This is an optimization exercise on Yosys and OpenROAD, whose aim is small area, a short achievable clock period and few clock cycles per item, not a production implementation.
Function was not checked in any run shown here: the RTL went through the layout flow alone.
Power and IR drop assume default switching activity.

==> flow/design.v <==
`default_nettype none
package risc14Pkg;
	typedef struct packed {
		logic [7-1:0] laneHi;  
		logic [7-1:0] laneLo;  
	} risc14Lanes;
	typedef union packed {
		logic [14-1:0] scalar;
		risc14Lanes lanes;
	} risc14Word;
endpackage
`default_nettype wire
`default_nettype none
module mulTree
(
	input wire logic [13:0] a,
	input wire logic [13:0] b,
	output logic [13:0] sumRow,
	output logic [13:0] carryRow
);
	wire one0 = b[0] ^ 1'b0;
	wire two0 = (b[1] & ~b[0] & ~1'b0) | (~b[1] & b[0] & 1'b0);
	wire neg0 = b[1];
	wire pp0_0 = ((one0 & a[0]) | (two0 & 1'b0)) ^ neg0;
	wire pp0_1 = ((one0 & a[1]) | (two0 & a[0])) ^ neg0;
	wire pp0_2 = ((one0 & a[2]) | (two0 & a[1])) ^ neg0;
	wire pp0_3 = ((one0 & a[3]) | (two0 & a[2])) ^ neg0;
	wire pp0_4 = ((one0 & a[4]) | (two0 & a[3])) ^ neg0;
	wire pp0_5 = ((one0 & a[5]) | (two0 & a[4])) ^ neg0;
	wire pp0_6 = ((one0 & a[6]) | (two0 & a[5])) ^ neg0;
	wire pp0_7 = ((one0 & a[7]) | (two0 & a[6])) ^ neg0;
	wire pp0_8 = ((one0 & a[8]) | (two0 & a[7])) ^ neg0;
	wire pp0_9 = ((one0 & a[9]) | (two0 & a[8])) ^ neg0;
	wire pp0_10 = ((one0 & a[10]) | (two0 & a[9])) ^ neg0;
	wire pp0_11 = ((one0 & a[11]) | (two0 & a[10])) ^ neg0;
	wire pp0_12 = ((one0 & a[12]) | (two0 & a[11])) ^ neg0;
	wire pp0_13 = ((one0 & a[13]) | (two0 & a[12])) ^ neg0;
	wire one1 = b[2] ^ b[1];
	wire two1 = (b[3] & ~b[2] & ~b[1]) | (~b[3] & b[2] & b[1]);
	wire neg1 = b[3];
	wire pp1_0 = ((one1 & a[0]) | (two1 & 1'b0)) ^ neg1;
	wire pp1_1 = ((one1 & a[1]) | (two1 & a[0])) ^ neg1;
	wire pp1_2 = ((one1 & a[2]) | (two1 & a[1])) ^ neg1;
	wire pp1_3 = ((one1 & a[3]) | (two1 & a[2])) ^ neg1;
	wire pp1_4 = ((one1 & a[4]) | (two1 & a[3])) ^ neg1;
	wire pp1_5 = ((one1 & a[5]) | (two1 & a[4])) ^ neg1;
	wire pp1_6 = ((one1 & a[6]) | (two1 & a[5])) ^ neg1;
	wire pp1_7 = ((one1 & a[7]) | (two1 & a[6])) ^ neg1;
	wire pp1_8 = ((one1 & a[8]) | (two1 & a[7])) ^ neg1;
	wire pp1_9 = ((one1 & a[9]) | (two1 & a[8])) ^ neg1;
	wire pp1_10 = ((one1 & a[10]) | (two1 & a[9])) ^ neg1;
	wire pp1_11 = ((one1 & a[11]) | (two1 & a[10])) ^ neg1;
	wire one2 = b[4] ^ b[3];
	wire two2 = (b[5] & ~b[4] & ~b[3]) | (~b[5] & b[4] & b[3]);
	wire neg2 = b[5];
	wire pp2_0 = ((one2 & a[0]) | (two2 & 1'b0)) ^ neg2;
	wire pp2_1 = ((one2 & a[1]) | (two2 & a[0])) ^ neg2;
	wire pp2_2 = ((one2 & a[2]) | (two2 & a[1])) ^ neg2;
	wire pp2_3 = ((one2 & a[3]) | (two2 & a[2])) ^ neg2;
	wire pp2_4 = ((one2 & a[4]) | (two2 & a[3])) ^ neg2;
	wire pp2_5 = ((one2 & a[5]) | (two2 & a[4])) ^ neg2;
	wire pp2_6 = ((one2 & a[6]) | (two2 & a[5])) ^ neg2;
	wire pp2_7 = ((one2 & a[7]) | (two2 & a[6])) ^ neg2;
	wire pp2_8 = ((one2 & a[8]) | (two2 & a[7])) ^ neg2;
	wire pp2_9 = ((one2 & a[9]) | (two2 & a[8])) ^ neg2;
	wire one3 = b[6] ^ b[5];
	wire two3 = (b[7] & ~b[6] & ~b[5]) | (~b[7] & b[6] & b[5]);
	wire neg3 = b[7];
	wire pp3_0 = ((one3 & a[0]) | (two3 & 1'b0)) ^ neg3;
	wire pp3_1 = ((one3 & a[1]) | (two3 & a[0])) ^ neg3;
	wire pp3_2 = ((one3 & a[2]) | (two3 & a[1])) ^ neg3;
	wire pp3_3 = ((one3 & a[3]) | (two3 & a[2])) ^ neg3;
	wire pp3_4 = ((one3 & a[4]) | (two3 & a[3])) ^ neg3;
	wire pp3_5 = ((one3 & a[5]) | (two3 & a[4])) ^ neg3;
	wire pp3_6 = ((one3 & a[6]) | (two3 & a[5])) ^ neg3;
	wire pp3_7 = ((one3 & a[7]) | (two3 & a[6])) ^ neg3;
	wire one4 = b[8] ^ b[7];
	wire two4 = (b[9] & ~b[8] & ~b[7]) | (~b[9] & b[8] & b[7]);
	wire neg4 = b[9];
	wire pp4_0 = ((one4 & a[0]) | (two4 & 1'b0)) ^ neg4;
	wire pp4_1 = ((one4 & a[1]) | (two4 & a[0])) ^ neg4;
	wire pp4_2 = ((one4 & a[2]) | (two4 & a[1])) ^ neg4;
	wire pp4_3 = ((one4 & a[3]) | (two4 & a[2])) ^ neg4;
	wire pp4_4 = ((one4 & a[4]) | (two4 & a[3])) ^ neg4;
	wire pp4_5 = ((one4 & a[5]) | (two4 & a[4])) ^ neg4;
	wire one5 = b[10] ^ b[9];
	wire two5 = (b[11] & ~b[10] & ~b[9]) | (~b[11] & b[10] & b[9]);
	wire neg5 = b[11];
	wire pp5_0 = ((one5 & a[0]) | (two5 & 1'b0)) ^ neg5;
	wire pp5_1 = ((one5 & a[1]) | (two5 & a[0])) ^ neg5;
	wire pp5_2 = ((one5 & a[2]) | (two5 & a[1])) ^ neg5;
	wire pp5_3 = ((one5 & a[3]) | (two5 & a[2])) ^ neg5;
	wire one6 = b[12] ^ b[11];
	wire two6 = (b[13] & ~b[12] & ~b[11]) | (~b[13] & b[12] & b[11]);
	wire neg6 = b[13];
	wire pp6_0 = ((one6 & a[0]) | (two6 & 1'b0)) ^ neg6;
	wire pp6_1 = ((one6 & a[1]) | (two6 & a[0])) ^ neg6;
	wire s1 = pp0_10 ^ pp1_8;
	wire c2 = pp0_10 & pp1_8;
	wire s3 = pp0_11 ^ pp1_9;
	wire c4 = pp0_11 & pp1_9;
	wire p7 = pp0_12 ^ pp1_10;
	wire s5 = p7 ? ~pp2_8 : pp2_8;
	wire c6 = p7 ? pp2_8 : pp0_12;
	wire s8 = pp3_6 ^ pp4_4;
	wire c9 = pp3_6 & pp4_4;
	wire p12 = pp0_13 ^ pp1_11;
	wire s10 = p12 ? ~pp2_9 : pp2_9;
	wire c11 = p12 ? pp2_9 : pp0_13;
	wire s13 = pp3_7 ^ pp4_5;
	wire c14 = pp3_7 & pp4_5;
	wire s15 = pp0_6 ^ pp1_4;
	wire c16 = pp0_6 & pp1_4;
	wire s17 = pp0_7 ^ pp1_5;
	wire c18 = pp0_7 & pp1_5;
	wire p21 = pp0_8 ^ pp1_6;
	wire s19 = p21 ? ~pp2_4 : pp2_4;
	wire c20 = p21 ? pp2_4 : pp0_8;
	wire s22 = pp3_2 ^ pp4_0;
	wire c23 = pp3_2 & pp4_0;
	wire p26 = pp0_9 ^ pp1_7;
	wire s24 = p26 ? ~pp2_5 : pp2_5;
	wire c25 = p26 ? pp2_5 : pp0_9;
	wire s27 = pp3_3 ^ pp4_1;
	wire c28 = pp3_3 & pp4_1;
	wire p31 = pp2_6 ^ pp3_4;
	wire s29 = p31 ? ~pp4_2 : pp4_2;
	wire c30 = p31 ? pp4_2 : pp2_6;
	wire p34 = pp5_0 ^ neg5;
	wire s32 = p34 ? ~s1 : s1;
	wire c33 = p34 ? s1 : pp5_0;
	wire p37 = pp2_7 ^ pp3_5;
	wire s35 = p37 ? ~pp4_3 : pp4_3;
	wire c36 = p37 ? pp4_3 : pp2_7;
	wire p40 = pp5_1 ^ s3;
	wire s38 = p40 ? ~c2 : c2;
	wire c39 = p40 ? c2 : pp5_1;
	wire p43 = pp5_2 ^ pp6_0;
	wire s41 = p43 ? ~neg6 : neg6;
	wire c42 = p43 ? neg6 : pp5_2;
	wire p46 = s5 ^ s8;
	wire s44 = p46 ? ~c4 : c4;
	wire c45 = p46 ? c4 : s5;
	wire p49 = pp5_3 ^ pp6_1;
	wire s47 = p49 ? ~s10 : s10;
	wire c48 = p49 ? s10 : pp5_3;
	wire p52 = s13 ^ c6;
	wire s50 = p52 ? ~c9 : c9;
	wire c51 = p52 ? c9 : s13;
	wire s53 = pp0_4 ^ pp1_2;
	wire c54 = pp0_4 & pp1_2;
	wire s55 = pp0_5 ^ pp1_3;
	wire c56 = pp0_5 & pp1_3;
	wire p59 = pp2_2 ^ pp3_0;
	wire s57 = p59 ? ~neg3 : neg3;
	wire c58 = p59 ? neg3 : pp2_2;
	wire p62 = pp2_3 ^ pp3_1;
	wire s60 = p62 ? ~s17 : s17;
	wire c61 = p62 ? s17 : pp2_3;
	wire p65 = neg4 ^ s19;
	wire s63 = p65 ? ~s22 : s22;
	wire c64 = p65 ? s22 : neg4;
	wire p68 = s24 ^ s27;
	wire s66 = p68 ? ~c20 : c20;
	wire c67 = p68 ? c20 : s24;
	wire p71 = s29 ^ s32;
	wire s69 = p71 ? ~c25 : c25;
	wire c70 = p71 ? c25 : s29;
	wire p74 = s35 ^ s38;
	wire s72 = p74 ? ~c30 : c30;
	wire c73 = p74 ? c30 : s35;
	wire p77 = s41 ^ s44;
	wire s75 = p77 ? ~c36 : c36;
	wire c76 = p77 ? c36 : s41;
	wire p80 = s47 ^ s50;
	wire s78 = p80 ? ~c42 : c42;
	wire c79 = p80 ? c42 : s47;
	wire s81 = pp0_2 ^ pp1_0;
	wire c82 = pp0_2 & pp1_0;
	wire s83 = pp0_3 ^ pp1_1;
	wire c84 = pp0_3 & pp1_1;
	wire p87 = pp2_0 ^ neg2;
	wire s85 = p87 ? ~s53 : s53;
	wire c86 = p87 ? s53 : pp2_0;
	wire p90 = pp2_1 ^ s55;
	wire s88 = p90 ? ~c54 : c54;
	wire c89 = p90 ? c54 : pp2_1;
	wire p93 = s15 ^ s57;
	wire s91 = p93 ? ~c56 : c56;
	wire c92 = p93 ? c56 : s15;
	wire p96 = c16 ^ s60;
	wire s94 = p96 ? ~c58 : c58;
	wire c95 = p96 ? c58 : c16;
	wire p99 = c18 ^ s63;
	wire s97 = p99 ? ~c61 : c61;
	wire c98 = p99 ? c61 : c18;
	wire p102 = c23 ^ s66;
	wire s100 = p102 ? ~c64 : c64;
	wire c101 = p102 ? c64 : c23;
	wire p105 = c28 ^ s69;
	wire s103 = p105 ? ~c67 : c67;
	wire c104 = p105 ? c67 : c28;
	wire p108 = c33 ^ s72;
	wire s106 = p108 ? ~c70 : c70;
	wire c107 = p108 ? c70 : c33;
	wire p111 = c39 ^ s75;
	wire s109 = p111 ? ~c73 : c73;
	wire c110 = p111 ? c73 : c39;
	wire p114 = c45 ^ s78;
	wire s112 = p114 ? ~c76 : c76;
	wire c113 = p114 ? c76 : c45;
	assign sumRow = {s112, s109, s106, s103, s100, s97, s94, s91, s88, s85, s83, neg1, pp0_1, pp0_0};
	assign carryRow = {c110, c107, c104, c101, c98, c95, c92, c89, c86, c84, c82, s81, 1'b0, neg0};
endmodule
`default_nettype wire
`timescale 1ns/100ps
`default_nettype none
module risc14Exec
(
	input wire logic Clock_not,
	input wire logic rstN,
	input wire logic psel,
	input wire logic penable,
	input wire logic pwrite,
	input wire logic [8-1:0] paddr,
	input wire logic [32-1:0] pwdata,
	output logic [32-1:0] prdata,
	output logic pready,
	output logic pslverr
);
	localparam logic [3:0] K_CPY = 4'd0;   
	localparam logic [3:0] K_ADD = 4'd1;   
	localparam logic [3:0] K_VEC = 4'd2;   
	localparam logic [3:0] K_MULF = 4'd3;  
	localparam logic [3:0] K_NOT = 4'd4;
	localparam logic [3:0] K_AND = 4'd5;
	localparam logic [3:0] K_OR = 4'd6;
	localparam logic [3:0] K_XOR = 4'd7;
	localparam logic [3:0] K_SRL = 4'd8;
	localparam logic [3:0] K_SRA = 4'd9;
	localparam logic [3:0] K_ROTL = 4'd10;
	localparam logic [3:0] K_ROTR = 4'd11;
	logic [14-1:0] regFile [0:16-1];
	logic [12-1:0] statusReg;
	logic [14-1:0] opA;  
	logic [14-1:0] opB;  
	logic [4-1:0] destIdx;
	logic selAdd, selProp, selGen, selShr, selRotl, selNot, selCpy;
	logic isVec, fillRot, fillSign;
	logic wrCV, wrNZ, wrLane;
	logic isSub;
	logic commit;   
	logic mulBusy;  
	logic errQ;
	logic [5-1:0] wordIdx;
	logic [6-1:0] opc;
	logic setup;
	logic isReg, isInstr, isStatus;
	logic opcLegal, useImm, instrExec, hostWrite, isMul;
	logic [3:0] kNew;
	assign wordIdx = paddr[6:2];
	assign opc = pwdata[13:8];
	assign setup = psel & ~penable;
	assign isReg = ~wordIdx[4];
	assign isInstr = (wordIdx == 5'd16);
	assign isStatus = (wordIdx == 5'd17);
	always_comb begin
		opcLegal = 1'b1;
		useImm = 1'b0;
		kNew = K_CPY;
		case (opc)
			6'h02: kNew = K_CPY;
			6'h05, 6'h06: kNew = K_ADD;
			6'h07, 6'h08: begin kNew = K_ADD; useImm = 1'b1; end
			6'h09: kNew = K_MULF;
			6'h0B: kNew = K_NOT;
			6'h0C: kNew = K_AND;
			6'h0D: kNew = K_OR;
			6'h0E: kNew = K_XOR;
			6'h0F: begin kNew = K_SRL; useImm = 1'b1; end
			6'h10: begin kNew = K_SRA; useImm = 1'b1; end
			6'h11: begin kNew = K_ROTL; useImm = 1'b1; end
			6'h12: begin kNew = K_ROTR; useImm = 1'b1; end
			6'h17, 6'h18: kNew = K_VEC;
			default: opcLegal = 1'b0;
		endcase
	end
	assign instrExec = isInstr & pwrite & opcLegal;
	assign hostWrite = isReg & pwrite;
	assign isMul = (opc == 6'h09);
	logic [14-1:0] mulSum, mulCarry;
	mulTree mulUnit (.a(opA), .b(opB), .sumRow(mulSum), .carryRow(mulCarry));
	logic readA, writeA, selSr, keepB, immB;
	logic [3:0] loA, hiA, loB, hiB;
	logic [14-1:0] grpA [0:3];
	logic [14-1:0] grpB [0:3];
	logic [14-1:0] portB, nextA, nextB;
	assign readA = ~mulBusy & ~pwrite;
	assign writeA = ~mulBusy & pwrite;
	assign selSr = ~mulBusy & ~pwrite & isStatus;
	assign keepB = ~mulBusy & ~hostWrite & ~useImm;
	assign immB = ~mulBusy & (hostWrite | useImm);
	always_comb begin
		for (int l = 0; l < 4; l++) begin
			loA[l] = (readA & isReg & (wordIdx[1:0] == l))
				| (writeA & (pwdata[4+1:4] == l));
			hiA[l] = pwrite ? (pwdata[7:7-1] == l) : (wordIdx[3:2] == l);
			loB[l] = (pwdata[0+1:0] == l);
			hiB[l] = (pwdata[3:3-1] == l);
		end
		nextA = ({14{mulBusy}} & mulSum)
			| ({14{selSr}} & {{(14-12){1'b0}}, statusReg});
		portB = '0;
		for (int h = 0; h < 4; h++) begin
			grpA[h] = '0;
			grpB[h] = '0;
			for (int l = 0; l < 4; l++) begin
				grpA[h] = grpA[h] | ({14{loA[l]}} & regFile[4*h+l]);
				grpB[h] = grpB[h] | ({14{loB[l]}} & regFile[4*h+l]);
			end
			nextA = nextA | ({14{hiA[h]}} & grpA[h]);
			portB = portB | ({14{hiB[h]}} & grpB[h]);
		end
		nextB = ({14{mulBusy}} & mulCarry)
			| ({14{keepB}} & portB)
			| ({14{~mulBusy & hostWrite}} & pwdata[14-1:0])
			| ({14{immB}}
				& {{(14-4){1'b0}}, pwdata[3:0]});
	end
	always_ff @(posedge Clock_not) begin
		mulBusy <= setup & instrExec & isMul;
		commit <= (setup & (hostWrite | (instrExec & ~isMul))) | mulBusy;
		errQ <= ~(isReg | instrExec | (isStatus & ~pwrite));
		destIdx <= hostWrite ? wordIdx[4-1:0] : pwdata[7:4];
		isSub <= ~hostWrite & ((opc == 6'h06) | (opc == 6'h08) | (opc == 6'h18));
		selAdd <= rstN & (mulBusy | (~hostWrite & ((kNew == K_ADD) | (kNew == K_VEC))));
		selProp <= rstN & ~mulBusy & ~hostWrite & ((kNew == K_XOR) | (kNew == K_OR));
		selGen <= rstN & ~mulBusy & ~hostWrite & ((kNew == K_AND) | (kNew == K_OR));
		selShr <= rstN & ~mulBusy & ~hostWrite & ((kNew == K_SRL) | (kNew == K_SRA) | (kNew == K_ROTR));
		selRotl <= rstN & ~mulBusy & ~hostWrite & (kNew == K_ROTL);
		selNot <= rstN & ~mulBusy & ~hostWrite & (kNew == K_NOT);
		selCpy <= rstN & ~mulBusy & (hostWrite | (kNew == K_CPY));
		isVec <= ~mulBusy & ~hostWrite & (kNew == K_VEC);
		fillRot <= (kNew == K_ROTR);
		fillSign <= (kNew == K_SRA);
		wrCV <= setup & instrExec & (kNew == K_ADD);
		wrNZ <= mulBusy | (setup & instrExec & ~isMul & ((kNew == K_ADD) | (kNew == K_NOT)
			| (kNew == K_AND) | (kNew == K_OR) | (kNew == K_XOR)));
		wrLane <= setup & instrExec & (kNew == K_VEC);
		opA <= nextA;
		opB <= nextB;
	end
	logic [14-1:0] bx, prop, gen;
	logic gapX, gapY;
	logic [16:0] sum;
	logic [14-1:0] addRes;
	assign bx = opB ^ {14{isSub}};
	assign prop = opA ^ bx;
	assign gen = opA & bx;
	assign gapX = ~isVec | isSub;
	assign gapY = isVec & isSub;
	assign sum = {1'b0, opA[13:7], gapX, opA[6:0], 1'b1} + {1'b0, bx[13:7], gapY, bx[6:0], isSub};
	assign addRes = {sum[15:9], sum[7:1]};
	logic [1:0] shamt;
	logic [2:0] fill;
	logic [16:0] shrOut;
	logic [27:0] rotl;
	assign shamt = opB[1:0];
	assign fill = fillRot ? opA[2:0] : (fillSign ? {3{opA[13]}} : 3'b000);
	assign shrOut = {fill, opA} >> shamt;
	assign rotl = {opA, opA} << shamt;
	logic [14-1:0] result, otherRes;
	assign otherRes = ({14{selProp}} & prop)
		| ({14{selGen}} & gen)
		| ({14{selShr}} & shrOut[13:0])
		| ({14{selRotl}} & rotl[27:14])
		| ({14{selNot}} & ~opA)
		| ({14{selCpy}} & opB);
	assign result = ({14{selAdd}} & addRes) | otherRes;
	logic [14-1:0] zCarry;
	logic zLoAdd, zHiAdd;
	assign zCarry = {opA[12:7] | bx[12:7], isVec ? isSub : (opA[6] | bx[6]),
		opA[5:0] | bx[5:0], isSub};
	assign zLoAdd = (prop[6:0] == zCarry[6:0]);
	assign zHiAdd = (prop[13:7] == zCarry[13:7]);
	logic zLo, zHi;
	logic flagC, flagV, loC, loV;
	assign zLo = (zLoAdd | ~selAdd) & (otherRes[6:0] == '0);
	assign zHi = (zHiAdd | ~selAdd) & (otherRes[13:7] == '0);
	assign flagC = sum[16] ^ isSub;
	assign flagV = (opA[13] == bx[13]) & (addRes[13] != opA[13]);
	assign loC = sum[8] ^ isSub;
	assign loV = (opA[6] == bx[6]) & (addRes[6] != opA[6]);
	always_ff @(posedge Clock_not) begin
		for (int i = 0; i < 16; i++) begin
			if (!rstN || (commit && destIdx == i)) begin
				regFile[i] <= result;
			end
		end
	end
	always_ff @(posedge Clock_not) begin
		if (!rstN || wrCV) begin
			statusReg[11] <= rstN & flagC;
			statusReg[9] <= rstN & flagV;
		end
		if (!rstN || wrNZ) begin
			statusReg[10] <= rstN & result[13];
			statusReg[8] <= rstN & zLo & zHi;
		end
		if (!rstN || wrLane) begin
			statusReg[7:0] <= {8{rstN}} & {flagC, result[13], flagV, zHi,
				loC, result[6], loV, zLo};
		end
	end
	assign prdata = {{(32-14){1'b0}}, opA};
	assign pready = ~mulBusy;
	assign pslverr = errQ;
endmodule
`default_nettype wire
==> flow/flow/run.sh <==
#!/bin/bash
# Standard layout, with the port buffers made from plain buffers instead of
# the cell buffer_ports picks by default (often a delay cell).
set -e
cp standard.sh standard.sh.txt 2>/dev/null || true
export BUFFER_PORTS_ARGS="-buffer_cell sky130_fd_sc_hd__buf_4"
bash standard.sh > standard.log 2>&1
==> flow/standard.sh <==
#!/bin/bash
# synth_recipe.tcl (not shown) runs the flow's synth.tcl, then flattens the netlist and writes it again
# the make line also repeats each setting of config.mk as NAME=value (left out here)
make -C /OpenROAD-flow-scripts/flow DESIGN_CONFIG=/design/flow/config.mk WORK_HOME=/design/flow/orfs CLKGATE_MAP_FILE= SYNTH_SCRIPT=/design/flow/synth_recipe.tcl "${@:-finish}"
==> flow/config.mk <==
export PLATFORM = sky130hd
export DESIGN_NAME = risc14Exec
export DESIGN_NICKNAME = risc14Exec
export VERILOG_FILES = /design/flow/design.v
export SDC_FILE = /design/flow/constraint.sdc
export NUM_CORES = 4
export LEC_CHECK = 0
export ABC_AREA = 1
export CAP_MARGIN = 20
export CORE_MARGIN = 2
export CORE_UTILIZATION = 50
export SETUP_SLACK_MARGIN = 5.0
export SLEW_MARGIN = 20
export TNS_END_PERCENT = 5
==> flow/constraint.sdc <==
create_clock -name core_clock -period 7.5 [get_ports {Clock_not}]
set_input_delay 1.5000 -clock core_clock [delete_from_list [all_inputs] [get_ports {Clock_not}]]
set_output_delay 1.5000 -clock core_clock [all_outputs]
set_load 0.01 [all_outputs]
==> summary.txt, run 1 <==
- The leakage power of the design is 8.74 nW.
- For this run, the number of Yosys warnings is 4.
- The number of global-route vias before repair is 15.6k.
- The worst setup path is of the input pin to flop kind.
- The library cells used most frequently in the layout, excluding fill and tap cells, are sky130_fd_sc_hd__nand2_1 (356), sky130_fd_sc_hd__inv_1 (285), sky130_fd_sc_hd__edfxtp_1 (236).
- The die covers 0.0365 mm².
- Entering global routing, the biggest net connects 49 pins.
- Of all flip-flops after synthesis, the portion carrying an async set or reset was 0%.
- The number of pins with negative max-slew slack in the final report is 0.
- The library cell used most frequently in the layout, excluding fill and tap cells, is sky130_fd_sc_hd__nand2_1.
- The overall overflow remaining after global route is 0.
- The critical path endpoint category is a flop.
- In this run the deepest clock path goes through 3 buffers.
- The clock tree from TritonCTS is yes.
- From bottom edge to top edge, the die measures 191 µm.
- 79 I/O pins were placed.
- In the final layout, flip-flops and latches occupy 0.00811 mm².
- The post-synthesis average cell area is 8.34 µm².
- Of all nets on the critical path, the largest fanout is 23.
- For the final routed database, the setup TNS stands at 0 ps.
- In this run, the number of DRC markers left after iteration 0 of detailed routing was 1580.
- The routed design has 65.6 mm of wire.
- The number of flip-flops and latches in the synthesized netlist is 285.
- Data arrives at the worst endpoint at 3430 ps.
- Compared with the post-synthesis result, the final layout area differs by 21.8%.
- Across every metal layer, demand over resource in global routing totals 35.5%.
- The congestion estimate from routability-driven global placement came to 0.974.
- The maximum VDD drop is 0.231 mV.
- Synthesis produced 2096 cells.
- The slew at the pin closest to its max-slew limit is 1150 ps.
- Clock-pin slew was measured on the worst setup and hold paths at 70 ps.
- Buffers inserted to repair hold after CTS numbered 0.
- The top achievable clock speed is 0.335 GHz.
- The path type of the worst min-delay path is flop to flop.
- The sequential area share after synthesis is 46.1%.
- The number of input and output port buffers inserted is 39.
- The area inside the core boundary is 0.0345 mm².
- The cell area after synthesis is 0.0175 mm².
- The later pin in the worst-skew pair is clocked with a latency of 570 ps.
- The worst path in the final design needs a cycle of 2990 ps, including I/O delays and setup.
- The share of layout cells above drive strength 1 is 18.4%.
- The required time at the endpoint of the critical path is 7950 ps.
- Counting cells, the worst reg-to-reg path comes to 18.
- The flow ran to the end and the layout has no timing, DRC or antenna violations.
- Once the floorplan was initialized, standard cells occupied 50.7% of the core.
- The number of antenna-violating nets in the routed design is 0.
- The count of flip-flops with a built-in enable after synthesis is 236.
- The first global-routing pass estimated 95.1 mm of wire.
- The instance count along the most critical hold path is 2.
- The final setup skew is 20.6 ps.
- The HPWL after detailed placement is 43.1 mm.
- The number of iterations in the first detailed-routing pass is 6.
- The worst hold margin is 472 ps.
- The per-cell via count in the routed design is 6.12.
- The power density over the cells is 273 mW/mm².
- The part of the cycle the worst path needs is 39.8%.
- The hold violation count in the final report is 0.
- The remaining max-slew budget at the tightest pin is 23.3%.
- The kind of start point of the critical path is an input pin.
- The multi-input gate area in the final layout is 0.00885 mm².
- The cell chosen for the clock root is sky130_fd_sc_hd__clkbuf_16.
- The routed wirelength normalized by instance count is 24.7 µm.
- The number of vias after detailed routing is 16.3k.
- The net count of the finished layout is 2270.
- CTS built an H-tree with a depth of 1.
- The final setup violation count is 0.
- For this run, design rule violations remaining after detail routing come to 0.
- Setup repair after global routing could not meet its margin everywhere.
- The width of the die is 191 µm.
- The initial antenna violation count came to 2.
- Counting the fill cells in the layout gives 3006.
- Row generation in the floorplan step produced 68 rows.
- The TritonCTS sink count is 285.
- The number of buffers created by CTS is 30.
- The netlist uses 57 different library cells.
- For this run, the leading register cell type out of synthesis is sky130_fd_sc_hd__edfxtp_1.
- The tool flagged a number of max-cap violations equal to 0.
stage by stage:
step / instances / utilization (%) / power [W] / area, µm² / worst slack (ps)
finish: 2658 / 61.8 / 0.00582 / 21300 / 4510
global route: 2657 / 61.8 / 0.00610 / 21300 / 4470
CTS: 2639 / 59.5 / 0.00564 / 20500 / 4480
detailed placement: 2533 / 53.2 / 0.00391 / 18300 / 2800
global placement: 2533 / 53.1 / 0.00387 / 18300 / 2840
floorplan: 2113 / - / 0.00339 / 17700 / 4580
registers in the layout, indices dropped and copies added, names as in the netlist, 4 cells and up:
signal	cells
destIdx	4
regFile	224
statusReg	12
opA	14
opB	14
cell usage after synthesis (all sizes together) (2+ instances only):
library cell	number	area, µm²
edfxtp	236	7090
xor2	52	455
o211ai	12	90.1
nand2	386	1490
o21bai	4	30.0
clkinv	7	26.3
nand3b	10	75.1
o21a	3	22.5
o22ai	173	1130
o41ai	4	35.0
nor2	96	360
nand3	102	531
o221ai	4	35.0
or2	12	80.1
nor3	21	105
clkbuf	47	176
nand4	12	75.1
a21oi	214	1070
o32ai	2	17.5
dfxtp	49	981
inv	310	1180
ha	45	563
o31ai	8	60.1
o2111ai	5	43.8
a21boi	5	37.5
o21ai	124	628
a22oi	2	15.0
buf	61	358
nor4	15	93.8
a211oi	6	45.0
xnor2	23	209
a22o	23	201
a31oi	10	62.6
a221oi	5	43.8
critical path: stages:
cell and delay, ps:
sky130_fd_sc_hd__buf_6 110, sky130_fd_sc_hd__inv_4 70, sky130_fd_sc_hd__nor2_1 50, sky130_fd_sc_hd__inv_2 90, sky130_fd_sc_hd__nor2_2 70, sky130_fd_sc_hd__a32oi_4 230, sky130_fd_sc_hd__inv_4 100, sky130_fd_sc_hd__buf_4 170
sky130_fd_sc_hd__buf_16 180, sky130_fd_sc_hd__a21oi_2 170, sky130_fd_sc_hd__a21oi_2 80, sky130_fd_sc_hd__nor4_4 500, sky130_fd_sc_hd__nand2_1 100
where the power goes:
| part | switching, W | total, W | internal (W) |
|---|---|---|---|
| registers | 0.000144 | 0.00210 | 0.00196 |
| clock network | 0.000644 | 0.00160 | 0.000955 |
| logic | 0.00135 | 0.00212 | 0.000777 |
| total | 0.00214 | 0.00582 | 0.00369 |
metal layers:
metal  vias up  global-route usage, %  routed length (µm)  part of all wire [%]
li1       7456                      -                   -                     -
met1      7650                   42.9               24100                    37
met2       910                   58.8               30900                    47
met3       238                   6.43                6160                   9.4
met4         0                   21.6                4430                   6.8
met5         -                      0                   0                     0
repair_timing:
action / CTS / global route
pin swaps: 29 / 34
setup buffers: 44 / 15
endpoints found under the setup margin: 278 / 263
cloned: 8 / 3
gates resized for setup: 140 / 108
final cells by class:
type	count	area share, %
inverters	317	5.97
clock inverters	22	1.25
clock buffers	32	3.66
flip-flops and latches	285	38.1
well taps	455	2.67
multi-input cells	1405	41.6
repair buffers	139	6.69
repair inverters	2	0.0705
diodes	1	0.0118
final timing paths:
check	startpoint	to	slack [ps]
hold reg to reg	statusReg[1]	opA[1]	470
setup reg to reg	isSub	statusReg[5]	4530
setup / recovery	pwrite	opA[12]	4510
hold / removal	statusReg[1]	opA[1]	470
cell families after synthesis:
| logic type | count (synthesis) | synth area share (%) |
|---|---|---|
| other | 1 | 0.0214 |
| adders and majority gates | 45 | 3.22 |
| buffers and inverters | 425 | 9.95 |
| xor gates and xnor gates | 75 | 3.80 |
| DFF | 285 | 46.1 |
| and+or+nand+nor | 655 | 16.1 |
| AOI/OAI and AO/OA | 610 | 20.8 |
==> run 2, diff against run 1 <==
--- a/flow/config.mk
+++ b/flow/config.mk
@@ -11,4 +11,4 @@
 export CORE_UTILIZATION = 50
 export SETUP_SLACK_MARGIN = 5.0
 export SLEW_MARGIN = 20
-export TNS_END_PERCENT = 5
+export TNS_END_PERCENT = 1
==> summary.txt, run 2 <==
- The tightest hold path in the finished design has a slack of 485 ps.
- The fraction of power spent switching nets is 37.4%.
- The pin count of the biggest net entering global routing is 48.
- The total net switching power is 0.00215 W.
- The number of antenna-violating nets in the routed design is 0.
- The area overhead of the layout relative to synthesis is 22.2%.
- Leaving out fill and tap cells, the most frequent cells in the layout are sky130_fd_sc_hd__nand2_1 (358), sky130_fd_sc_hd__inv_1 (286), sky130_fd_sc_hd__edfxtp_1 (236).
- The instance count along the most critical hold path is 2.
- Yosys attributes the largest share of cell area to sky130_fd_sc_hd__edfxtp_1 (41%), sky130_fd_sc_hd__nand2_1 (8.0%), sky130_fd_sc_hd__inv_1 (6.5%), sky130_fd_sc_hd__a21oi_1 (6.1%), sky130_fd_sc_hd__o22ai_1 (5.9%).
- The worst setup path is of the input pin to flop kind.
- The region available for standard cell placement spans 0.0345 mm².
- The summed negative setup slack over all endpoints is 0 ps.
- The initial antenna violation count is 1.
- The most utilized layer in the global route result is met2.
- The instance count of the mapped netlist is 2096.
- The internal power of the cells totals 0.00361 W.
- The leakage power of the design is 8.80 nW.
- In this run the worst hold path is classified as flop to flop.
- The final setup skew is 21.6 ps.
- After detailed routing, the average wire length per cell comes to 25.0 µm.
- The critical path endpoint category is a flop.
- The synthesized netlist occupies a cell area of 0.0175 mm².
- The overall overflow remaining after global route is 0.
- The met3 usage is 4.92%.
- For met2 alone, demand over resource in global routing was 59.0%.
- For this run, the detailed router's first-pass iteration total came to 9.
- For this run, the leading register cell type out of synthesis is sky130_fd_sc_hd__edfxtp_1.
- The cell taking the most area after synthesis is sky130_fd_sc_hd__edfxtp_1.
- Across the run, the number of max-cap violations was 0.
- The number of flip-flops and latches in the synthesized netlist is 285.
- The maximum clock path buffer count is 3.
- Power spread over the standard cell area amounts to 270 mW/mm².
- Setup violations remaining at the end of the flow were counted as 0.
- The largest registers in the layout are regFile: 224 flops, opA: 14 flops, opB: 14 flops.
- For this block, the initial DRC count from the detailed router was 1833.
- Data on the critical path is required at its endpoint by 7910 ps.
- The first global-routing pass estimated 96.3 mm of wire.
- The multi-input combinational cells in the finished layout cover a total of 0.00882 mm².
- By count the netlist is led by sky130_fd_sc_hd__nand2_1 (373), sky130_fd_sc_hd__inv_1 (302), sky130_fd_sc_hd__edfxtp_1 (236), sky130_fd_sc_hd__a21oi_1 (214), sky130_fd_sc_hd__o22ai_1 (166).
- The number of buffers and inverters on the critical path is 4.
- The part of the power in registers is 36.3%.
- The number of flip-flops in the largest register is 224.
- Derived from the worst setup path, the maximum achievable clock frequency is 0.336 GHz.
- The post-synthesis average cell area is 8.34 µm².
- The tree is rooted in a sky130_fd_sc_hd__clkbuf_16.
- Clock-pin slew was measured on the worst setup and hold paths at 60 ps.
- The clock network is responsible for 26.7% of the overall power.
- The total wire length after detailed routing is 66.6 mm.
- The worst pin sits at a relative slew slack of 39.8%.
- The number of synthesis warnings is 4.
- The flow ran to the end and the layout has no timing, DRC or antenna violations.
- The largest fanout of any net on the critical path is 47.
- 0 antenna diodes ended up in the layout.
- In this design, the stage delay of the slowest critical-path cell is 700 ps.
- The final critical path takes up 39.7% of the cycle.
- In this design, the largest share of critical-path delay is due to simple AND/OR/NAND/NOR gates.
- The starting density of the core is 50.7%.
- The hold violation count in the final report is 0.
- STA classifies the critical path startpoint as an input pin.
- The worst register-to-register path begins at isSub.
- The initialized floorplan defines 68 standard-cell rows.
- The HPWL after detailed placement is 42.9 mm.
- The floorplan step defined a die boundary enclosing 0.0365 mm².
- Port buffering added 39 buffers.
- TritonCTS built the clock tree.
- Fill cells in the final layout number 2941.
- The maximum VDD drop is 0.201 mV.
- The worst register-to-register path has a depth of 11.
- The reg2reg setup slack is 4580 ps.
- Ranked by flip-flop count, first place goes to regFile.
- The number of placed I/O pins is 79.
- The post-route DRC violation count is 0.
- The combinational share of power is 37.0%.
- The height of the die is 191 µm.
- In this run the number of H-tree levels came out at 1.
- The time the worst path needs with I/O delays and setup is 2970 ps.
- The register area is 0.00811 mm².
- After synthesis, the netlist uses 57 different library cells.
- The sequential area share after synthesis is 46.1%.
- The total routing resource utilization after global routing is 35.9%.
- Yosys mapped a number of flops with a built-in enable equal to 236.
- From left edge to right edge, the die measures 191 µm.
- The capture instance of the worst register-to-register path is statusReg[8].
- After the last flow step, the layout net total stands at 2279.
- The async set-reset flop share out of synthesis is 0%.
- The number of pins with negative max-slew slack in the final report is 0.
- At the later pin of the worst-skew pair, clock insertion delay measures 590 ps.
- The most common library cell in the layout ignoring fill and taps is sky130_fd_sc_hd__nand2_1.
- The area share of the largest cell type after synthesis is 40.5%.
- In the routed layout, each cell is associated on average with a via count of 6.18.
- The slowest cell on the critical path is sky130_fd_sc_hd__nor4_1.
- The most used standard cell by instance count after synthesis is sky130_fd_sc_hd__nand2_1.
- The data arrival time of the critical path is 3390 ps.
- Global routing used 46.7% of the available met1 tracks.
- Setup repair after global routing could not meet its margin everywhere.
- The critical path goes through buf_4 -> clkinvlp_4 -> buf_4 -> nor2_4 -> buf_6 -> a21oi_1 -> a21oi_1 -> nor4_1 -> o22ai_1.
- The worst hold path terminates at opA[6].
- For the pin with the worst max-slew slack, the measured transition is 901 ps.
- The weighted congestion reported at the end of routability-driven placement is 0.953.
- The number of buffers created by CTS is 31.
- The number of global-route vias before repair is 15.5k.
- In the final layout, the share of cells above drive strength 1 is 19.1%.
- For this block, the via count after detailed routing is 16.5k.
- For this design, the sink count on the clock tree is 285.
- The startpoint of the tightest hold check path is statusReg[6].
-- run 2: how the worst max path moves through the flow --
stage          startpoint           end  slack, ps  cells past startpoint
4_1_cts             isSub  statusReg[6]       4660                     19
6_report        pwdata[1]        opB[1]       4530                      9
3_5_place_dp    pwdata[4]       opA[13]       2930                     10
5_1_grt         pwdata[1]        opB[0]       4500                      9
2_1_floorplan      pwrite        opA[7]       4580                     12
3_3_place_gp    pwdata[4]       opA[13]       3020                     10
-- run 2: layout make-up --
cell class / count / share of cell area, %
sequential: 285 / 38.0
timing repair inverter: 3 / 0.0937
timing repair buffer: 146 / 7.16
clock inverter: 17 / 0.732
inverter: 317 / 6.07
multi-input combinational: 1405 / 41.3
tap: 455 / 2.66
clock buffer: 40 / 4.03
-- run 2: power groups by stage --
| stage | logic [W] | registers, W | clock network [W] |
|---|---|---|---|
| after floorplan | 0.00133 | 0.00206 | 0 |
| after global placement | 0.00175 | 0.00211 | 0 |
| after detailed placement | 0.00179 | 0.00211 | 0 |
| after CTS | 0.00200 | 0.00208 | 0.00154 |
| after global routing | 0.00233 | 0.00210 | 0.00161 |
| final | 0.00213 | 0.00209 | 0.00154 |
-- run 2: metrics by stage --
stage               instances  instance area (µm²)  total power, W  utilization [%]  worst slack [ps]
finish                   2668                21400         0.00576             62.0              4530
global route             2668                21400         0.00604             62.0              4500
CTS                      2653                20800         0.00562             60.5              4660
detailed placement       2537                18300         0.00390             53.1              2930
global placement         2537                18300         0.00385             53.1              3020
floorplan                2113                17700         0.00339                -              4580
-- run 2: kinds of logic after synthesis --
family                     count (synthesis)  synth area share, %
and+or+nand+nor                          655                 16.1
adders and majority gates                 45                 3.22
buffers and inverters                    425                 9.95
AOI/OAI and AO/OA                        610                 20.8
DFF                                      285                 46.1
xor gates and xnor gates                  75                 3.80
other                                      1               0.0214
-- run 2: layer usage --
metal | wire length, µm | vias to the layer above
li1 | - | 7472
met4 | 4140 | 0
met5 | 0 | -
met1 | 25100 | 7777
met3 | 6980 | 219
met2 | 30400 | 1027
-- run 2: worst register-to-register path, stage by stage, from the launching register on --
cell                      delay, ps
sky130_fd_sc_hd__dfxtp_4        410
sky130_fd_sc_hd__buf_12         200
sky130_fd_sc_hd__buf_4          220
sky130_fd_sc_hd__xnor2_1        170
sky130_fd_sc_hd__ha_2           380
sky130_fd_sc_hd__nand2_1         80
sky130_fd_sc_hd__o21ai_0        150
sky130_fd_sc_hd__nor4_2         340
sky130_fd_sc_hd__nand2_1         90
sky130_fd_sc_hd__nor3_1         190
sky130_fd_sc_hd__nand3_2        180
sky130_fd_sc_hd__nor4_4         290
-- run 2: repair_timing --
item                       in CTS  in global routing
cloned                          7                  5
gates resized for setup       201                 77
setup endpoints to repair     289                278
pin swaps                      38                 29
buffers inserted               52                 10
hold buffers                    0                  0
==> run 3, diff against run 2 <==
--- a/flow/design.v
+++ b/flow/design.v
@@ -298,8 +298,12 @@
 	assign readA = ~mulBusy & ~pwrite;
 	assign writeA = ~mulBusy & pwrite;
 	assign selSr = ~mulBusy & ~pwrite & isStatus;
-	assign keepB = ~mulBusy & ~hostWrite & ~useImm;
-	assign immB = ~mulBusy & (hostWrite | useImm);
+	logic immOpc;
+	assign immOpc = (opc[4] & ~opc[3] & ~opc[2])
+		| (~opc[4] & opc[2] & opc[1] & opc[0])
+		| (~opc[4] & opc[3] & ~opc[2] & ~opc[1] & ~opc[0]);
+	assign keepB = ~mulBusy & ~hostWrite & ~immOpc;
+	assign immB = ~mulBusy & (hostWrite | immOpc);
 	always_comb begin
 		for (int l = 0; l < 4; l++) begin
 			loA[l] = (readA & isReg & (wordIdx[1:0] == l))
==> summary.txt, run 3 <==
- The flow ran to the end and the layout has no timing, DRC or antenna violations.
- In the global route stage, overall resource usage came out at 37.1%.
- The HPWL after detailed placement is 43.8 mm.
- Clock-pin slew was measured on the worst setup and hold paths at 70 ps.
- The cell area after synthesis is 0.0175 mm².
- The slowest stage of the critical path is the sky130_fd_sc_hd__dfxtp_4 cell.
- After detailed placement, the total cell area comes to 0.0183 mm².
- The final layout contains 2283 nets.
- Pin placement for this block handled 79 I/O pins.
- Input and output buffers added on the ports amount to 39.
- Compared with the post-synthesis result, the final layout area differs by 20.6%.
- The time the worst path needs with I/O delays and setup is 3040 ps.
- Counting flops with an async set or reset pin after synthesis yields a share of 0%.
- The routed wirelength normalized by instance count is 25.7 µm.
- After global routing the overflow that remains totals 0.
- For this run, design rule violations remaining after detail routing come to 0.
- The critical path endpoint category is a flop.
- In the final layout, flip-flops and latches occupy 0.00810 mm².
- Ranked by total cell area, the synthesized netlist is headed by sky130_fd_sc_hd__edfxtp_1 (41%), sky130_fd_sc_hd__nand2_1 (7.9%), sky130_fd_sc_hd__inv_1 (6.2%), sky130_fd_sc_hd__o22ai_1 (6.1%), sky130_fd_sc_hd__a21oi_1 (6.0%).
- The startpoint identified for the worst hold timing path is statusReg[3].
- The leakage power of the design is 8.61 nW.
- The clock passes through at most 3 buffers.
- In this run, CTS created clock tree buffers numbering 29.
- Setup repair after global routing could not meet its margin everywhere.
- Dividing the detail-routed via count by the number of cells gives 6.24.
- The power density over the cells is 264 mW/mm².
- The signal on the critical path passes through buf_12 -> xnor2_2 -> ha_4 -> nand2_2 -> nor3_2 -> nand2_1 -> o211ai_1 -> nand2_1 -> a31oi_2 -> nand2_1 -> nand3_2 -> o21ai_4 -> o21ai_4 -> a21oi_2 -> o21ai_4 -> nand2_4.
- In the layout the commonest cells are sky130_fd_sc_hd__nand2_1 (353), sky130_fd_sc_hd__inv_1 (276), sky130_fd_sc_hd__edfxtp_1 (236).
- The number of pins with negative max-slew slack in the final report is 0.
- The die footprint is 0.0364 mm².
- The starting density of the core is 50.6%.
- Hold repair after CTS inserted 0 buffers.
- The weighted congestion reported at the end of routability-driven placement is 0.993.
- Setup violations remaining at the end of the flow were counted as 0.
- The number of iterations in the first detailed-routing pass is 6.
- On the worst path, the slowest cell contributes a delay of 390 ps.
- The number of vias after detailed routing is 16.7k.
- The cell family contributing the most delay on the critical path is compound AO/OA/AOI/OAI gates.
- At the worst endpoint, the arrival time is 3300 ps.
- The slew at the pin closest to its max-slew limit is 789 ps.
- The total of max-cap violations is 0.
- In this run the core area contains 68 standard-cell rows.
- Synthesis inferred 285 register bits.
- The first routing iteration left 1795 violations.
- The top achievable clock speed is 0.329 GHz.
- The register with the most flip-flops is regFile.
- The most common library cell in the layout ignoring fill and taps is sky130_fd_sc_hd__nand2_1.
- The cell chosen for the clock root is sky130_fd_sc_hd__clkbuf_16.
- The worst hold margin is 479 ps.
- The worst setup path is of the flop to flop kind.
- In the final layout, the registers with the most flip-flops are regFile: 224 flops, opA: 14 flops, opB: 14 flops.
- The first-pass GRT wire length is 98.6 mm.
- After floorplanning, the core was sized to cover 0.0345 mm².
- For this run, the number of Yosys warnings is 4.
- The hold violation count in the final report is 0.
- The tightest min-delay check is of the flop to flop type.
- The instance count of the mapped netlist is 2089.
- The final setup skew is 18.1 ps.
- The clock tree from TritonCTS is yes.
- Ranked by instance count, the synthesized netlist is headed by sky130_fd_sc_hd__nand2_1 (367), sky130_fd_sc_hd__inv_1 (289), sky130_fd_sc_hd__edfxtp_1 (236), sky130_fd_sc_hd__a21oi_1 (208), sky130_fd_sc_hd__o22ai_1 (169).
- The area share of the largest cell type after synthesis is 40.6%.
- In the synthesized netlist the dominant register cell turns out to be sky130_fd_sc_hd__edfxtp_1.
- After routing the design area is 0.0211 mm².
- The antenna diode count is 0.
- The initial antenna violation count is 1.
- The register with the most flip-flops in the layout has 224 of them.
- The clock latency of the later-clocked register in the worst-skew pair is 570 ps.
- The critical path starts at isSub.
- The post-synthesis average cell area is 8.35 µm².
- In this run the number of H-tree levels came out at 1.
- The number of global-route vias before repair is 15.5k.
- The count of nets left with antenna violations once routing finished came out at 0.
- The maximum VDD drop is 0.215 mV.
- The share of layout cells above drive strength 1 is 18.1%.
- The cell taking the most area after synthesis is sky130_fd_sc_hd__edfxtp_1.
- The die is 191 µm tall.
- The largest fanout of any net on the critical path is 8.
- Measured against its own limit, the worst slew margin works out to 47.2%.
- Together, buffers and inverters on the worst path number 1.
- The sequential area share after synthesis is 46.2%.
- The total wire length after detailed routing is 68.5 mm.
- In this run, synthesis inferred 236 flip-flops with an integrated enable.
- The number of distinct library cells after synthesis is 60.
- The width of the die is 191 µm.
- The clock drives 285 sinks.
- In the final layout, the multi-input gates occupy 0.00862 mm².
- The kind of start point of the critical path is a flop.
- The worst register-to-register path begins at isSub.
- The pin count of the biggest net entering global routing is 48.
- The most used standard cell by instance count after synthesis is sky130_fd_sc_hd__nand2_1.
- Fill cells in the final layout number 2983.
- STA puts the critical path data required time at 7750 ps.
- The part of the cycle the worst path needs is 40.6%.
- Setup total negative slack on the finished layout was measured at 0 ps.
[run 3: worst paths after layout]
check	to	slack, ps	depth (start not counted)
worst max register to register	regFile[14][11]	4460	16
worst min-delay path	opA[3]	480	2
worst max-delay path	regFile[14][11]	4460	16
worst min register to register	opA[3]	480	2
[run 3: final cells by class]
type                       count  share of cell area, %
sequential                   285                   38.5
timing repair inverter         3                 0.0892
tap                          455                   2.70
timing repair buffer         156                   7.73
inverter                     307                   5.90
clock buffer                  36                   3.57
clock inverter                15                  0.588
multi-input combinational   1411                   40.9
[run 3: cell families (layout without fill, tap and decap cells)]
family	count (synthesis)	in the layout	share of synthesized area [%]
AOI/OAI and AO/OA	623	625	21.1
xor gates and xnor gates	69	69	3.51
adders and majority gates	45	45	3.23
buffers and inverters	417	517	9.77
DFF	285	285	46.2
other	1	18	0.0215
and+or+nand+nor	649	654	16.1
[run 3: worst min-delay path, stage by stage (launching register included)]
cell and delay [ps]:
sky130_fd_sc_hd__edfxtp_1 330, sky130_fd_sc_hd__nand2_1 50, sky130_fd_sc_hd__nand4_1 70
[run 3: power by group]
part	switching, W	internal (W)	leakage, nW	total (W)
Sequential	0.000138	0.00194	2.83	0.00208
Combinational	0.00133	0.000755	5.36	0.00208
Clock	0.000611	0.000773	0.425	0.00138
[run 3: what timing repair did]
item | CTS | global route
endpoints found under the setup margin | 254 | 243
buffers inserted | 63 | 6
gates resized for setup | 174 | 50
pin swaps | 46 | 26
gates cloned | 14 | 2
[run 3: routing by layer]
layer	vias to the layer above	routed length, µm	track usage (%)	share of wire, %
met1	7887	25200	45.8	37
met3	239	6970	5.78	10
met4	2	4250	19.5	6.2
met2	1022	32100	62.6	47
met5	-	12	0	0.018
li1	7507	-	-	-
[run 3: metrics by stage]
stage	power, W	cells	setup slack [ps]	utilization, %
floorplan	0.00336	2106	4630	-
CTS	0.00543	2660	4570	60.1
finish	0.00555	2668	4460	61.1
detailed placement	0.00386	2532	3040	53.1
global placement	0.00382	2532	3120	53.1
global route	0.00582	2668	4340	61.1
==> run 4, diff against run 3 <==
--- a/flow/design.v
+++ b/flow/design.v
@@ -298,12 +298,8 @@
 	assign readA = ~mulBusy & ~pwrite;
 	assign writeA = ~mulBusy & pwrite;
 	assign selSr = ~mulBusy & ~pwrite & isStatus;
-	logic immOpc;
-	assign immOpc = (opc[4] & ~opc[3] & ~opc[2])
-		| (~opc[4] & opc[2] & opc[1] & opc[0])
-		| (~opc[4] & opc[3] & ~opc[2] & ~opc[1] & ~opc[0]);
-	assign keepB = ~mulBusy & ~hostWrite & ~immOpc;
-	assign immB = ~mulBusy & (hostWrite | immOpc);
+	assign keepB = ~mulBusy & ~hostWrite & ~useImm;
+	assign immB = ~mulBusy & (hostWrite | useImm);
 	always_comb begin
 		for (int l = 0; l < 4; l++) begin
 			loA[l] = (readA & isReg & (wordIdx[1:0] == l))
@@ -356,14 +352,42 @@
 	end
 	logic [14-1:0] bx, prop, gen;
 	logic gapX, gapY;
-	logic [16:0] sum;
+	logic [14:0] ax, ay, ap, ag;
+	logic [15:0] gk [0:4];
+	logic [15:0] pk [0:4];
+	logic [16:0] sum;  
 	logic [14-1:0] addRes;
 	assign bx = opB ^ {14{isSub}};
-	assign prop = opA ^ bx;
-	assign gen = opA & bx;
 	assign gapX = ~isVec | isSub;
 	assign gapY = isVec & isSub;
-	assign sum = {1'b0, opA[13:7], gapX, opA[6:0], 1'b1} + {1'b0, bx[13:7], gapY, bx[6:0], isSub};
+	assign ax = {opA[13:7], gapX, opA[6:0]};
+	assign ay = {bx[13:7], gapY, bx[6:0]};
+	always_comb begin
+		for (int k = 0; k < 15; k++) begin
+			ap[k] = ax[k] ? ~ay[k] : ay[k];
+			ag[k] = ax[k] ? ay[k] : 1'b0;
+		end
+		gk[0] = {ag, isSub};
+		pk[0] = {ap, 1'b0};
+		for (int l = 0; l < 4; l++) begin
+			for (int k = 0; k < 16; k++) begin
+				if (k >= (1 << l)) begin
+					gk[l + 1][k] = gk[l][k] | (pk[l][k] & gk[l][k - (1 << l)]);
+					pk[l + 1][k] = pk[l][k] & pk[l][k - (1 << l)];
+				end else begin
+					gk[l + 1][k] = gk[l][k];
+					pk[l + 1][k] = pk[l][k];
+				end
+			end
+		end
+		sum[0] = 1'b0;
+		for (int k = 0; k < 15; k++) begin
+			sum[k + 1] = ap[k] ? ~gk[4][k] : gk[4][k];
+		end
+		sum[16] = gk[4][15];
+	end
+	assign prop = {ap[14:8], ap[6:0]};
+	assign gen = {ag[14:8], ag[6:0]};
 	assign addRes = {sum[15:9], sum[7:1]};
 	logic [1:0] shamt;
 	logic [2:0] fill;
--- a/flow/config.mk
+++ b/flow/config.mk
@@ -11,4 +11,4 @@
 export CORE_UTILIZATION = 50
 export SETUP_SLACK_MARGIN = 5.0
 export SLEW_MARGIN = 20
-export TNS_END_PERCENT = 1
+export TNS_END_PERCENT = 5
==> summary.txt, run 4 <==
- The register with the most flip-flops in the layout has 224 of them.
- The number of global-route vias before repair is 15.0k.
- The register with the most flip-flops is regFile.
- Leaving out fill and tap cells, the most frequent cell in the layout is sky130_fd_sc_hd__nand2_1.
- The TritonCTS sink count is 285.
- The share of synthesized area in the top cell type comes to 40.3%.
- The starting density of the core is 50.9%.
- The launch point of the worst reg-to-reg path is isSub.
- The flow ran to the end and the layout has no timing, DRC or antenna violations.
- On the final layout, the worst clock skew is 20.8 ps.
- Summed over all nets, the half-perimeter wirelength after detailed placement is 43.2 mm.
- The worst register-to-register path has a depth of 15.
- Counting instances, the worst hold path has a depth of 2.
- The number of placed I/O pins is 79.
- The startpoint identified for the worst hold timing path is statusReg[1].
- Fill cells in the final layout number 2999.
- Counting both buffers and inverters, the worst setup path holds a total of 4.
- The first-pass GRT wire length is 94.9 mm.
- The post-route DRC violation count is 0.
- Traced cell by cell, the critical path runs through buf_4 -> clkinvlp_4 -> buf_4 -> nor2_4 -> buf_8 -> a21oi_1 -> a21oi_1 -> nor4_4 -> nor2_1 -> a21oi_2 -> nand2_1.
- The final layout contains 2318 nets.
- The multi-input gate area in the final layout is 0.00899 mm².
- IR analysis of the VDD net gives a maximum drop of 0.182 mV.
- By count the netlist is led by sky130_fd_sc_hd__nand2_1 (349), sky130_fd_sc_hd__inv_1 (296), sky130_fd_sc_hd__edfxtp_1 (236), sky130_fd_sc_hd__a21oi_1 (222), sky130_fd_sc_hd__o22ai_1 (168).
- The reg2reg setup slack is 4610 ps.
- The share of layout cells above drive strength 1 is 22.9%.
- The floorplan has 68 rows.
- Setup violations remaining at the end of the flow were counted as 0.
- The first TritonRoute pass finished after 6 iterations.
- The post-synthesis average cell area is 8.42 µm².
- The most critical setup path has its startpoint at pwdata[1].
- Among all cell types in the netlist, the one instantiated most often is sky130_fd_sc_hd__nand2_1.
- Along the worst path, the maximum fanout reaches 48.
- After synthesis, the share of flip-flops with an asynchronous set or reset is 0%.
- The critical path is of the input pin to flop type.
- Data arrives at the worst endpoint at 3420 ps.
- The number of pins with negative max-slew slack in the final report is 0.
- Once detail routing completed, the nets flagged for antenna violations numbered 0.
- The region available for standard cell placement spans 0.0345 mm².
- The initial antenna violation count is 0.
- The total routing resource utilization after global routing is 35.5%.
- The cell chosen for the clock root is sky130_fd_sc_hd__clkbuf_16.
- CTS built an H-tree with a depth of 1.
- In the layout the commonest cells are sky130_fd_sc_hd__nand2_1 (331), sky130_fd_sc_hd__inv_1 (271), sky130_fd_sc_hd__edfxtp_1 (236).
- The floorplan step defined a die boundary enclosing 0.0367 mm².
- Of the available clock period, the critical path in the final layout requires 39.4%.
- The remaining max-slew budget at the tightest pin is 45.5%.
- Setup repair after global routing could not meet its margin everywhere.
- The worst setup path is launched from an input pin.
- Across the run, the number of max-cap violations was 0.
- Using the TritonRoute via totals, the vias-per-cell ratio works out to 6.16.
- Entering global routing, the biggest net connects 49 pins.
- The clock latency of the later-clocked register in the worst-skew pair is 580 ps.
- At the pin with the least slew margin, the transition time is 811 ps.
- The total wire length after detailed routing is 68.4 mm.
- The width of the die is 191 µm.
- The clock tree from TritonCTS is yes.
- The instance count of the mapped netlist is 2087.
- After layout, the minimum clock period comes to 2960 ps.
- At the worst endpoint, the required time is 7970 ps.
- The number of vias after detailed routing is 16.7k.
- The number of distinct library cells after synthesis is 61.
- The top achievable clock speed is 0.338 GHz.
- In this run the cell area of the synthesized design comes to 0.0176 mm².
- Across all hold checks on the routed design, the worst slack comes to 476 ps.
- The worst slack at placement is 2960 ps.
- The total overflow left after global routing is 0.
- For this run, the register share of the synthesized area comes to 45.9%.
- The cell taking the most area after synthesis is sky130_fd_sc_hd__edfxtp_1.
- The analysis attributes to cell leakage a power of 9.12 nW.
- The most common flop cell mapped by yosys is sky130_fd_sc_hd__edfxtp_1.
- The number of flip-flops and latches in the synthesized netlist is 285.
- The largest registers in the layout are regFile: 224 flops, opA: 14 flops, opB: 14 flops.
- By area the synthesized netlist is led by sky130_fd_sc_hd__edfxtp_1 (40%), sky130_fd_sc_hd__nand2_1 (7.5%), sky130_fd_sc_hd__a21oi_1 (6.3%), sky130_fd_sc_hd__inv_1 (6.3%), sky130_fd_sc_hd__o22ai_1 (6.0%).
- The number of synthesis warnings is 6.
- The count of flip-flops with a built-in enable after synthesis is 236.
- Adding up every negative setup slack in the final design gives 0 ps.
- In this run the tool buffered the top-level ports with 39 buffer cells.
- The kind of cell with the highest combined delay on the critical path is simple AND/OR/NAND/NOR gates.
- The hold-critical path endpoint is opA[1].
- The hold violation count in the final report is 0.
- The antenna diode count is 0.
- Registers take 0.00811 mm².
- The count of routing violations after the opening detailed-route iteration is 1611.
- Clock-pin slew was measured on the worst setup and hold paths at 80 ps.
- Dividing the detail-routed wire length by the instance count gives 25.3 µm.
- The largest single stage delay on the critical path is 450 ps.
- The area overhead of the layout relative to synthesis is 25.8%.
- The die is 191 µm tall.
- The number of buffers inserted for hold repair after clock tree synthesis is 0.
- The weighted congestion reported at the end of routability-driven placement is 1.01.
- The post-route worst setup slack is 4540 ps.
- The maximum clock path buffer count is 3.
- The power density over the cells is 264 mW/mm².
- The min-delay analysis places its worst path in the category flop to flop.
- The critical path endpoint category is a flop.
- The slowest cell on the critical path is sky130_fd_sc_hd__nor4_4.
- The worst register-to-register path ends at regFile[1][13].
- The number of buffers created by CTS is 30.
-- run 4: worst max path at each step --
stage                     depth (start not counted)       endpoint
final                                            11        opB[12]
after global routing                             11        opB[10]
after CTS                                        14        opA[10]
after detailed placement                         11        opB[12]
after global placement                           11        opB[12]
after floorplan                                  21  regFile[0][9]
-- run 4: logic make-up after synthesis --
| group | Yosys count | synth area share, % |
|---|---|---|
| fa+ha+maj | 45 | 3.20 |
| buf+inv | 422 | 10.0 |
| xor+xnor | 73 | 3.77 |
| flops | 285 | 45.9 |
| compound gates | 621 | 21.2 |
| simple gates | 640 | 15.9 |
| other cells | 1 | 0.0213 |
-- run 4: worst register-to-register path, cell delays in order (launching register included) --
cell,delay [ps]
sky130_fd_sc_hd__dfxtp_4,370
sky130_fd_sc_hd__buf_4,160
sky130_fd_sc_hd__buf_16,150
sky130_fd_sc_hd__buf_4,140
sky130_fd_sc_hd__xnor2_2,140
sky130_fd_sc_hd__ha_2,390
sky130_fd_sc_hd__nand2_2,90
sky130_fd_sc_hd__nor3_4,200
sky130_fd_sc_hd__a21oi_2,110
sky130_fd_sc_hd__nand2_4,100
sky130_fd_sc_hd__a21oi_2,60
sky130_fd_sc_hd__o21ai_2,250
sky130_fd_sc_hd__a21oi_1,120
sky130_fd_sc_hd__o21ai_2,110
sky130_fd_sc_hd__nand2_2,90
sky130_fd_sc_hd__buf_12,160
-- run 4: cell type report --
cell class	instances	share of cell area, %
multi-input cells	1403	40.7
flip-flops and latches	285	36.7
repair buffers	191	9.71
inverters	315	5.92
clock buffers	35	3.58
well taps	455	2.58
clock inverters	21	0.792
repair inverters	2	0.0623
-- run 4: power breakdown --
part | internal (W) | switching, W
registers | 0.00196 | 0.000142
logic | 0.000848 | 0.00141
clock network | 0.000852 | 0.000634
-- run 4: routing by layer --
metal,up-vias,share of wire [%],track usage [%]
li1,7560,-,-
met1,7993,38,46.1
met2,914,48,60.5
met3,216,8.6,3.78
met4,0,5.4,14.6
met5,-,0,0
-- run 4: what timing repair did --
item	CTS	global route
resized for setup	212	130
cloned	15	12
buffers inserted	44	48
pin swaps	21	47
setup endpoints to repair	290	294
-- run 4: stage by stage --
step                area, µm²  utilization (%)  total power (W)  cells
finish                  22100             64.0          0.00584   2707
floorplan               17700                -          0.00344   2104
detailed placement      18300             53.1          0.00395   2532
global route            22100             64.0          0.00611   2707
global placement        18300             53.1          0.00391   2532
CTS                     20800             60.3          0.00564   2647
==> run 5, diff against run 4 <==
--- a/flow/config.mk
+++ b/flow/config.mk
@@ -9,6 +9,8 @@
 export CAP_MARGIN = 20
 export CORE_MARGIN = 2
 export CORE_UTILIZATION = 50
+export CTS_CLUSTER_DIAMETER = 60
+export CTS_CLUSTER_SIZE = 30
 export SETUP_SLACK_MARGIN = 5.0
 export SLEW_MARGIN = 20
 export TNS_END_PERCENT = 5
==> summary.txt, run 5 <==
- After detailed placement, the total cell area comes to 0.0183 mm².
- The cell area after layout is 0.0215 mm².
- The most common flop cell mapped by yosys is sky130_fd_sc_hd__edfxtp_1.
- The number of global-route vias before repair is 15.1k.
- In this run, synthesis inferred 236 flip-flops with an integrated enable.
- In this run, the number of DRC markers left after iteration 0 of detailed routing was 1764.
- Setup repair after global routing could not meet its margin everywhere.
- In the global route stage, met1 resource usage came out at 45.4%.
- In the final design database the tool counted 2284 nets.
- Yosys attributes the largest share of cell area to sky130_fd_sc_hd__edfxtp_1 (40%), sky130_fd_sc_hd__nand2_1 (7.5%), sky130_fd_sc_hd__a21oi_1 (6.3%), sky130_fd_sc_hd__inv_1 (6.3%), sky130_fd_sc_hd__o22ai_1 (6.0%).
- In the layout the commonest cells are sky130_fd_sc_hd__nand2_1 (335), sky130_fd_sc_hd__inv_1 (277), sky130_fd_sc_hd__edfxtp_1 (236).
- The number of placed I/O pins is 79.
- Clock skew on the completed layout was measured at 29.1 ps.
- The die footprint is 0.0367 mm².
- The final route contains 16.4k vias.
- The first-pass GRT wire length is 96.5 mm.
- The cell area after synthesis is 0.0176 mm².
- The register with the most flip-flops in the layout has 224 of them.
- Global routing consumed, on the met2 layer, 61.9% of the routing resources.
- The number of flip-flops and latches in the synthesized netlist is 285.
- The leakage power of the design is 8.90 nW.
- The per-cell via count in the routed design is 6.14.
- The tightest min-delay check is of the flop to flop type.
- STA puts the critical path data required time at 7930 ps.
- During synthesis, Yosys emitted a total of 6 warnings.
- Ranked by flip-flop count, first place goes to regFile.
- In this run the tool buffered the top-level ports with 39 buffer cells.
- The multi-input gate area in the final layout is 0.00880 mm².
- At the pin with the least slew margin, the transition time is 808 ps.
- The area inside the core boundary is 0.0345 mm².
- The congestion estimate from routability-driven global placement came to 1.01.
- The kind of start point of the critical path is an input pin.
- The clock reaches the later pin of the worst-skew pair after 560 ps.
- In this run, flip-flops and latches consume 37.3% of the power.
- The total net switching power is 0.00213 W.
- From left edge to right edge, the die measures 191 µm.
- The number of pins with negative max-slew slack in the final report is 0.
- The start-to-end type of the worst setup path is input pin to flop.
- The remaining max-slew budget at the tightest pin is 45.6%.
- The maximum level of the CTS H-tree is 1.
- Counting instances in the post-synthesis netlist gives the leading cell types as sky130_fd_sc_hd__nand2_1 (349), sky130_fd_sc_hd__inv_1 (296), sky130_fd_sc_hd__edfxtp_1 (236), sky130_fd_sc_hd__a21oi_1 (222), sky130_fd_sc_hd__o22ai_1 (168).
- The number of buffers created by CTS is 24.
- After clock tree synthesis, the clock-pin slew on the worst setup and hold paths is 80 ps.
- The sequential cells in the finished layout cover a total of 0.00810 mm².
- 0 antenna diodes ended up in the layout.
- The most utilized layer in the global route result is met2.
- Each instance of the synthesized netlist takes up on average 8.42 µm².
- The area overhead of the layout relative to synthesis is 22.5%.
- The initial antenna violation count came to 0.
- The internal power summed over all cells is 0.00346 W.
- The data arrival time of the critical path is 3440 ps.
- The height of the die is 191 µm.
- In the routed design, unresolved DRC markers number 0.
- Setup slack on the worst reg-to-reg path comes out at 4540 ps.
- Global routing used 5.27% of the available met3 tracks.
- The total of max-cap violations is 0.
- The number of distinct library cells after synthesis is 61.
- The clock share of power is 24.1%.
- Buffers inserted to repair hold after CTS numbered 0.
- Row generation in the floorplan step produced 68 rows.
- The pre-antenna-repair detailed-routing pass consisted of 6 iterations.
- Traced cell by cell, the critical path runs through buf_12 -> clkinv_8 -> buf_4 -> nand2_1 -> o21ai_1 -> inv_1 -> a21oi_2 -> nor4_4 -> nand2_1.
- Power spread over the standard cell area amounts to 260 mW/mm².
- Once the floorplan was initialized, standard cells occupied 50.9% of the core.
- The total wire length after detailed routing is 66.8 mm.
- The cell chosen for the clock root is sky130_fd_sc_hd__clkbuf_16.
- Counting I/O delays and the setup requirement, the final critical path takes 3010 ps.
- Along the worst path, the maximum fanout reaches 12.
- The share of layout cells above drive strength 1 is 20.6%.
- The total routing resource utilization after global routing is 36.1%.
- The largest registers in the layout are regFile: 224 flops, opA: 14 flops, opB: 14 flops.
- The largest total area in the synthesized netlist belongs to sky130_fd_sc_hd__edfxtp_1.
- Once detailed placement completed, the half-perimeter wirelength came to 43.2 mm.
- The clock tree from TritonCTS is yes.
- For this run, asynchronously set or reset flops after synthesis account for 0%.
- Sequential elements use 45.9% of the synthesized area.
- The maximum clock path buffer count is 3.
- The instance count of the mapped netlist is 2087.
- By instance count, the cell type seen most on the critical path is sky130_fd_sc_hd__nand2_1.
- The most common library cell in the layout ignoring fill and taps is sky130_fd_sc_hd__nand2_1.
- The overall overflow remaining after global route is 0.
- The hold violation count in the final report is 0.
- The critical path endpoint category is a flop.
- The flow ran to the end and the layout has no timing, DRC or antenna violations.
- The area share of the largest cell type after synthesis is 40.3%.
- Entering global routing, the biggest net connects 49 pins.
- The layout has 3046 filler cells.
- The fraction of power spent switching nets is 38.1%.
- Among all stages on the critical path, the largest delay is contributed by sky130_fd_sc_hd__inv_1.
- The part of the cycle the worst path needs is 40.1%.
- The delay of the slowest cell on the worst path is 640 ps.
- The final setup violation count is 0.
- The maximum VDD drop is 0.208 mV.
- The combinational share of power is 38.6%.
- The TritonCTS sink count is 285.
- The most used standard cell by instance count after synthesis is sky130_fd_sc_hd__nand2_1.
- Static timing analysis puts the maximum clock frequency at 0.333 GHz.
- The detail route stage leaves a number of antenna-violating nets equal to 0.
- After detailed routing, the average wire length per cell comes to 25.1 µm.
- After routing, the total negative slack on setup checks comes to 0 ps.
## run 5: worst paths after layout
kind | start | to | cells past startpoint
setup reg to reg | isSub | statusReg[8] | 11
hold / removal | statusReg[5] | opA[5] | 2
hold reg to reg | statusReg[5] | opA[5] | 2
setup / recovery | pwrite | opA[12] | 9
## run 5: area by class of cell
class,count,share of cell area [%]
multi-input combinational,1402,40.9
inverter,315,5.91
timing repair inverter,2,0.0523
clock inverter,17,1.08
timing repair buffer,164,8.98
clock buffer,26,2.82
sequential,285,37.6
tap,455,2.64
## run 5: what timing repair did
action                                  CTS  global route
endpoints found under the setup margin  290           294
buffers inserted                         49            20
pin swaps                                40            24
resized for setup                       221            61
cloned                                   20             2
## run 5: metrics by stage
stage / power (W) / setup slack [ps] / std cells / util [%] / hold WS (ps)
after floorplan: 0.00344 / 4370 / 2104 / - / 433
after global placement: 0.00391 / 3010 / 2532 / 53.1 / 455
after detailed placement: 0.00395 / 2960 / 2532 / 53.1 / 468
after CTS: 0.00547 / 4640 / 2644 / 60.9 / 462
after global routing: 0.00587 / 4470 / 2666 / 62.3 / 492
final: 0.00560 / 4490 / 2666 / 62.3 / 476
## run 5: cells by family after synthesis
logic type / synth area share (%)
simple gates: 15.9
flops: 45.9
buf+inv: 10.0
fa+ha+maj: 3.20
xor+xnor: 3.77
other cells: 0.0213
compound gates: 21.2
## run 5: power groups by stage
stage / logic, W / clock network (W) / registers, W
after floorplan: 0.00137 / 0 / 0.00206
after global placement: 0.00181 / 0 / 0.00210
after detailed placement: 0.00184 / 0 / 0.00211
after CTS: 0.00204 / 0.00135 / 0.00208
after global routing: 0.00236 / 0.00141 / 0.00210
final: 0.00216 / 0.00135 / 0.00209
## run 5: layer usage
| metal | vias up | wire (µm) |
|---|---|---|
| met1 | 7793 | 25400 |
| met5 | - | 0 |
| li1 | 7491 | - |
| met2 | 881 | 32200 |
| met4 | 0 | 3510 |
| met3 | 204 | 5800 |
## run 5: critical path: cells and delay by family
kind	cells	cell delay [ps]
AOI/OAI and AO/OA	2	330
buffers and inverters	4	910
and+or+nand+nor	3	690
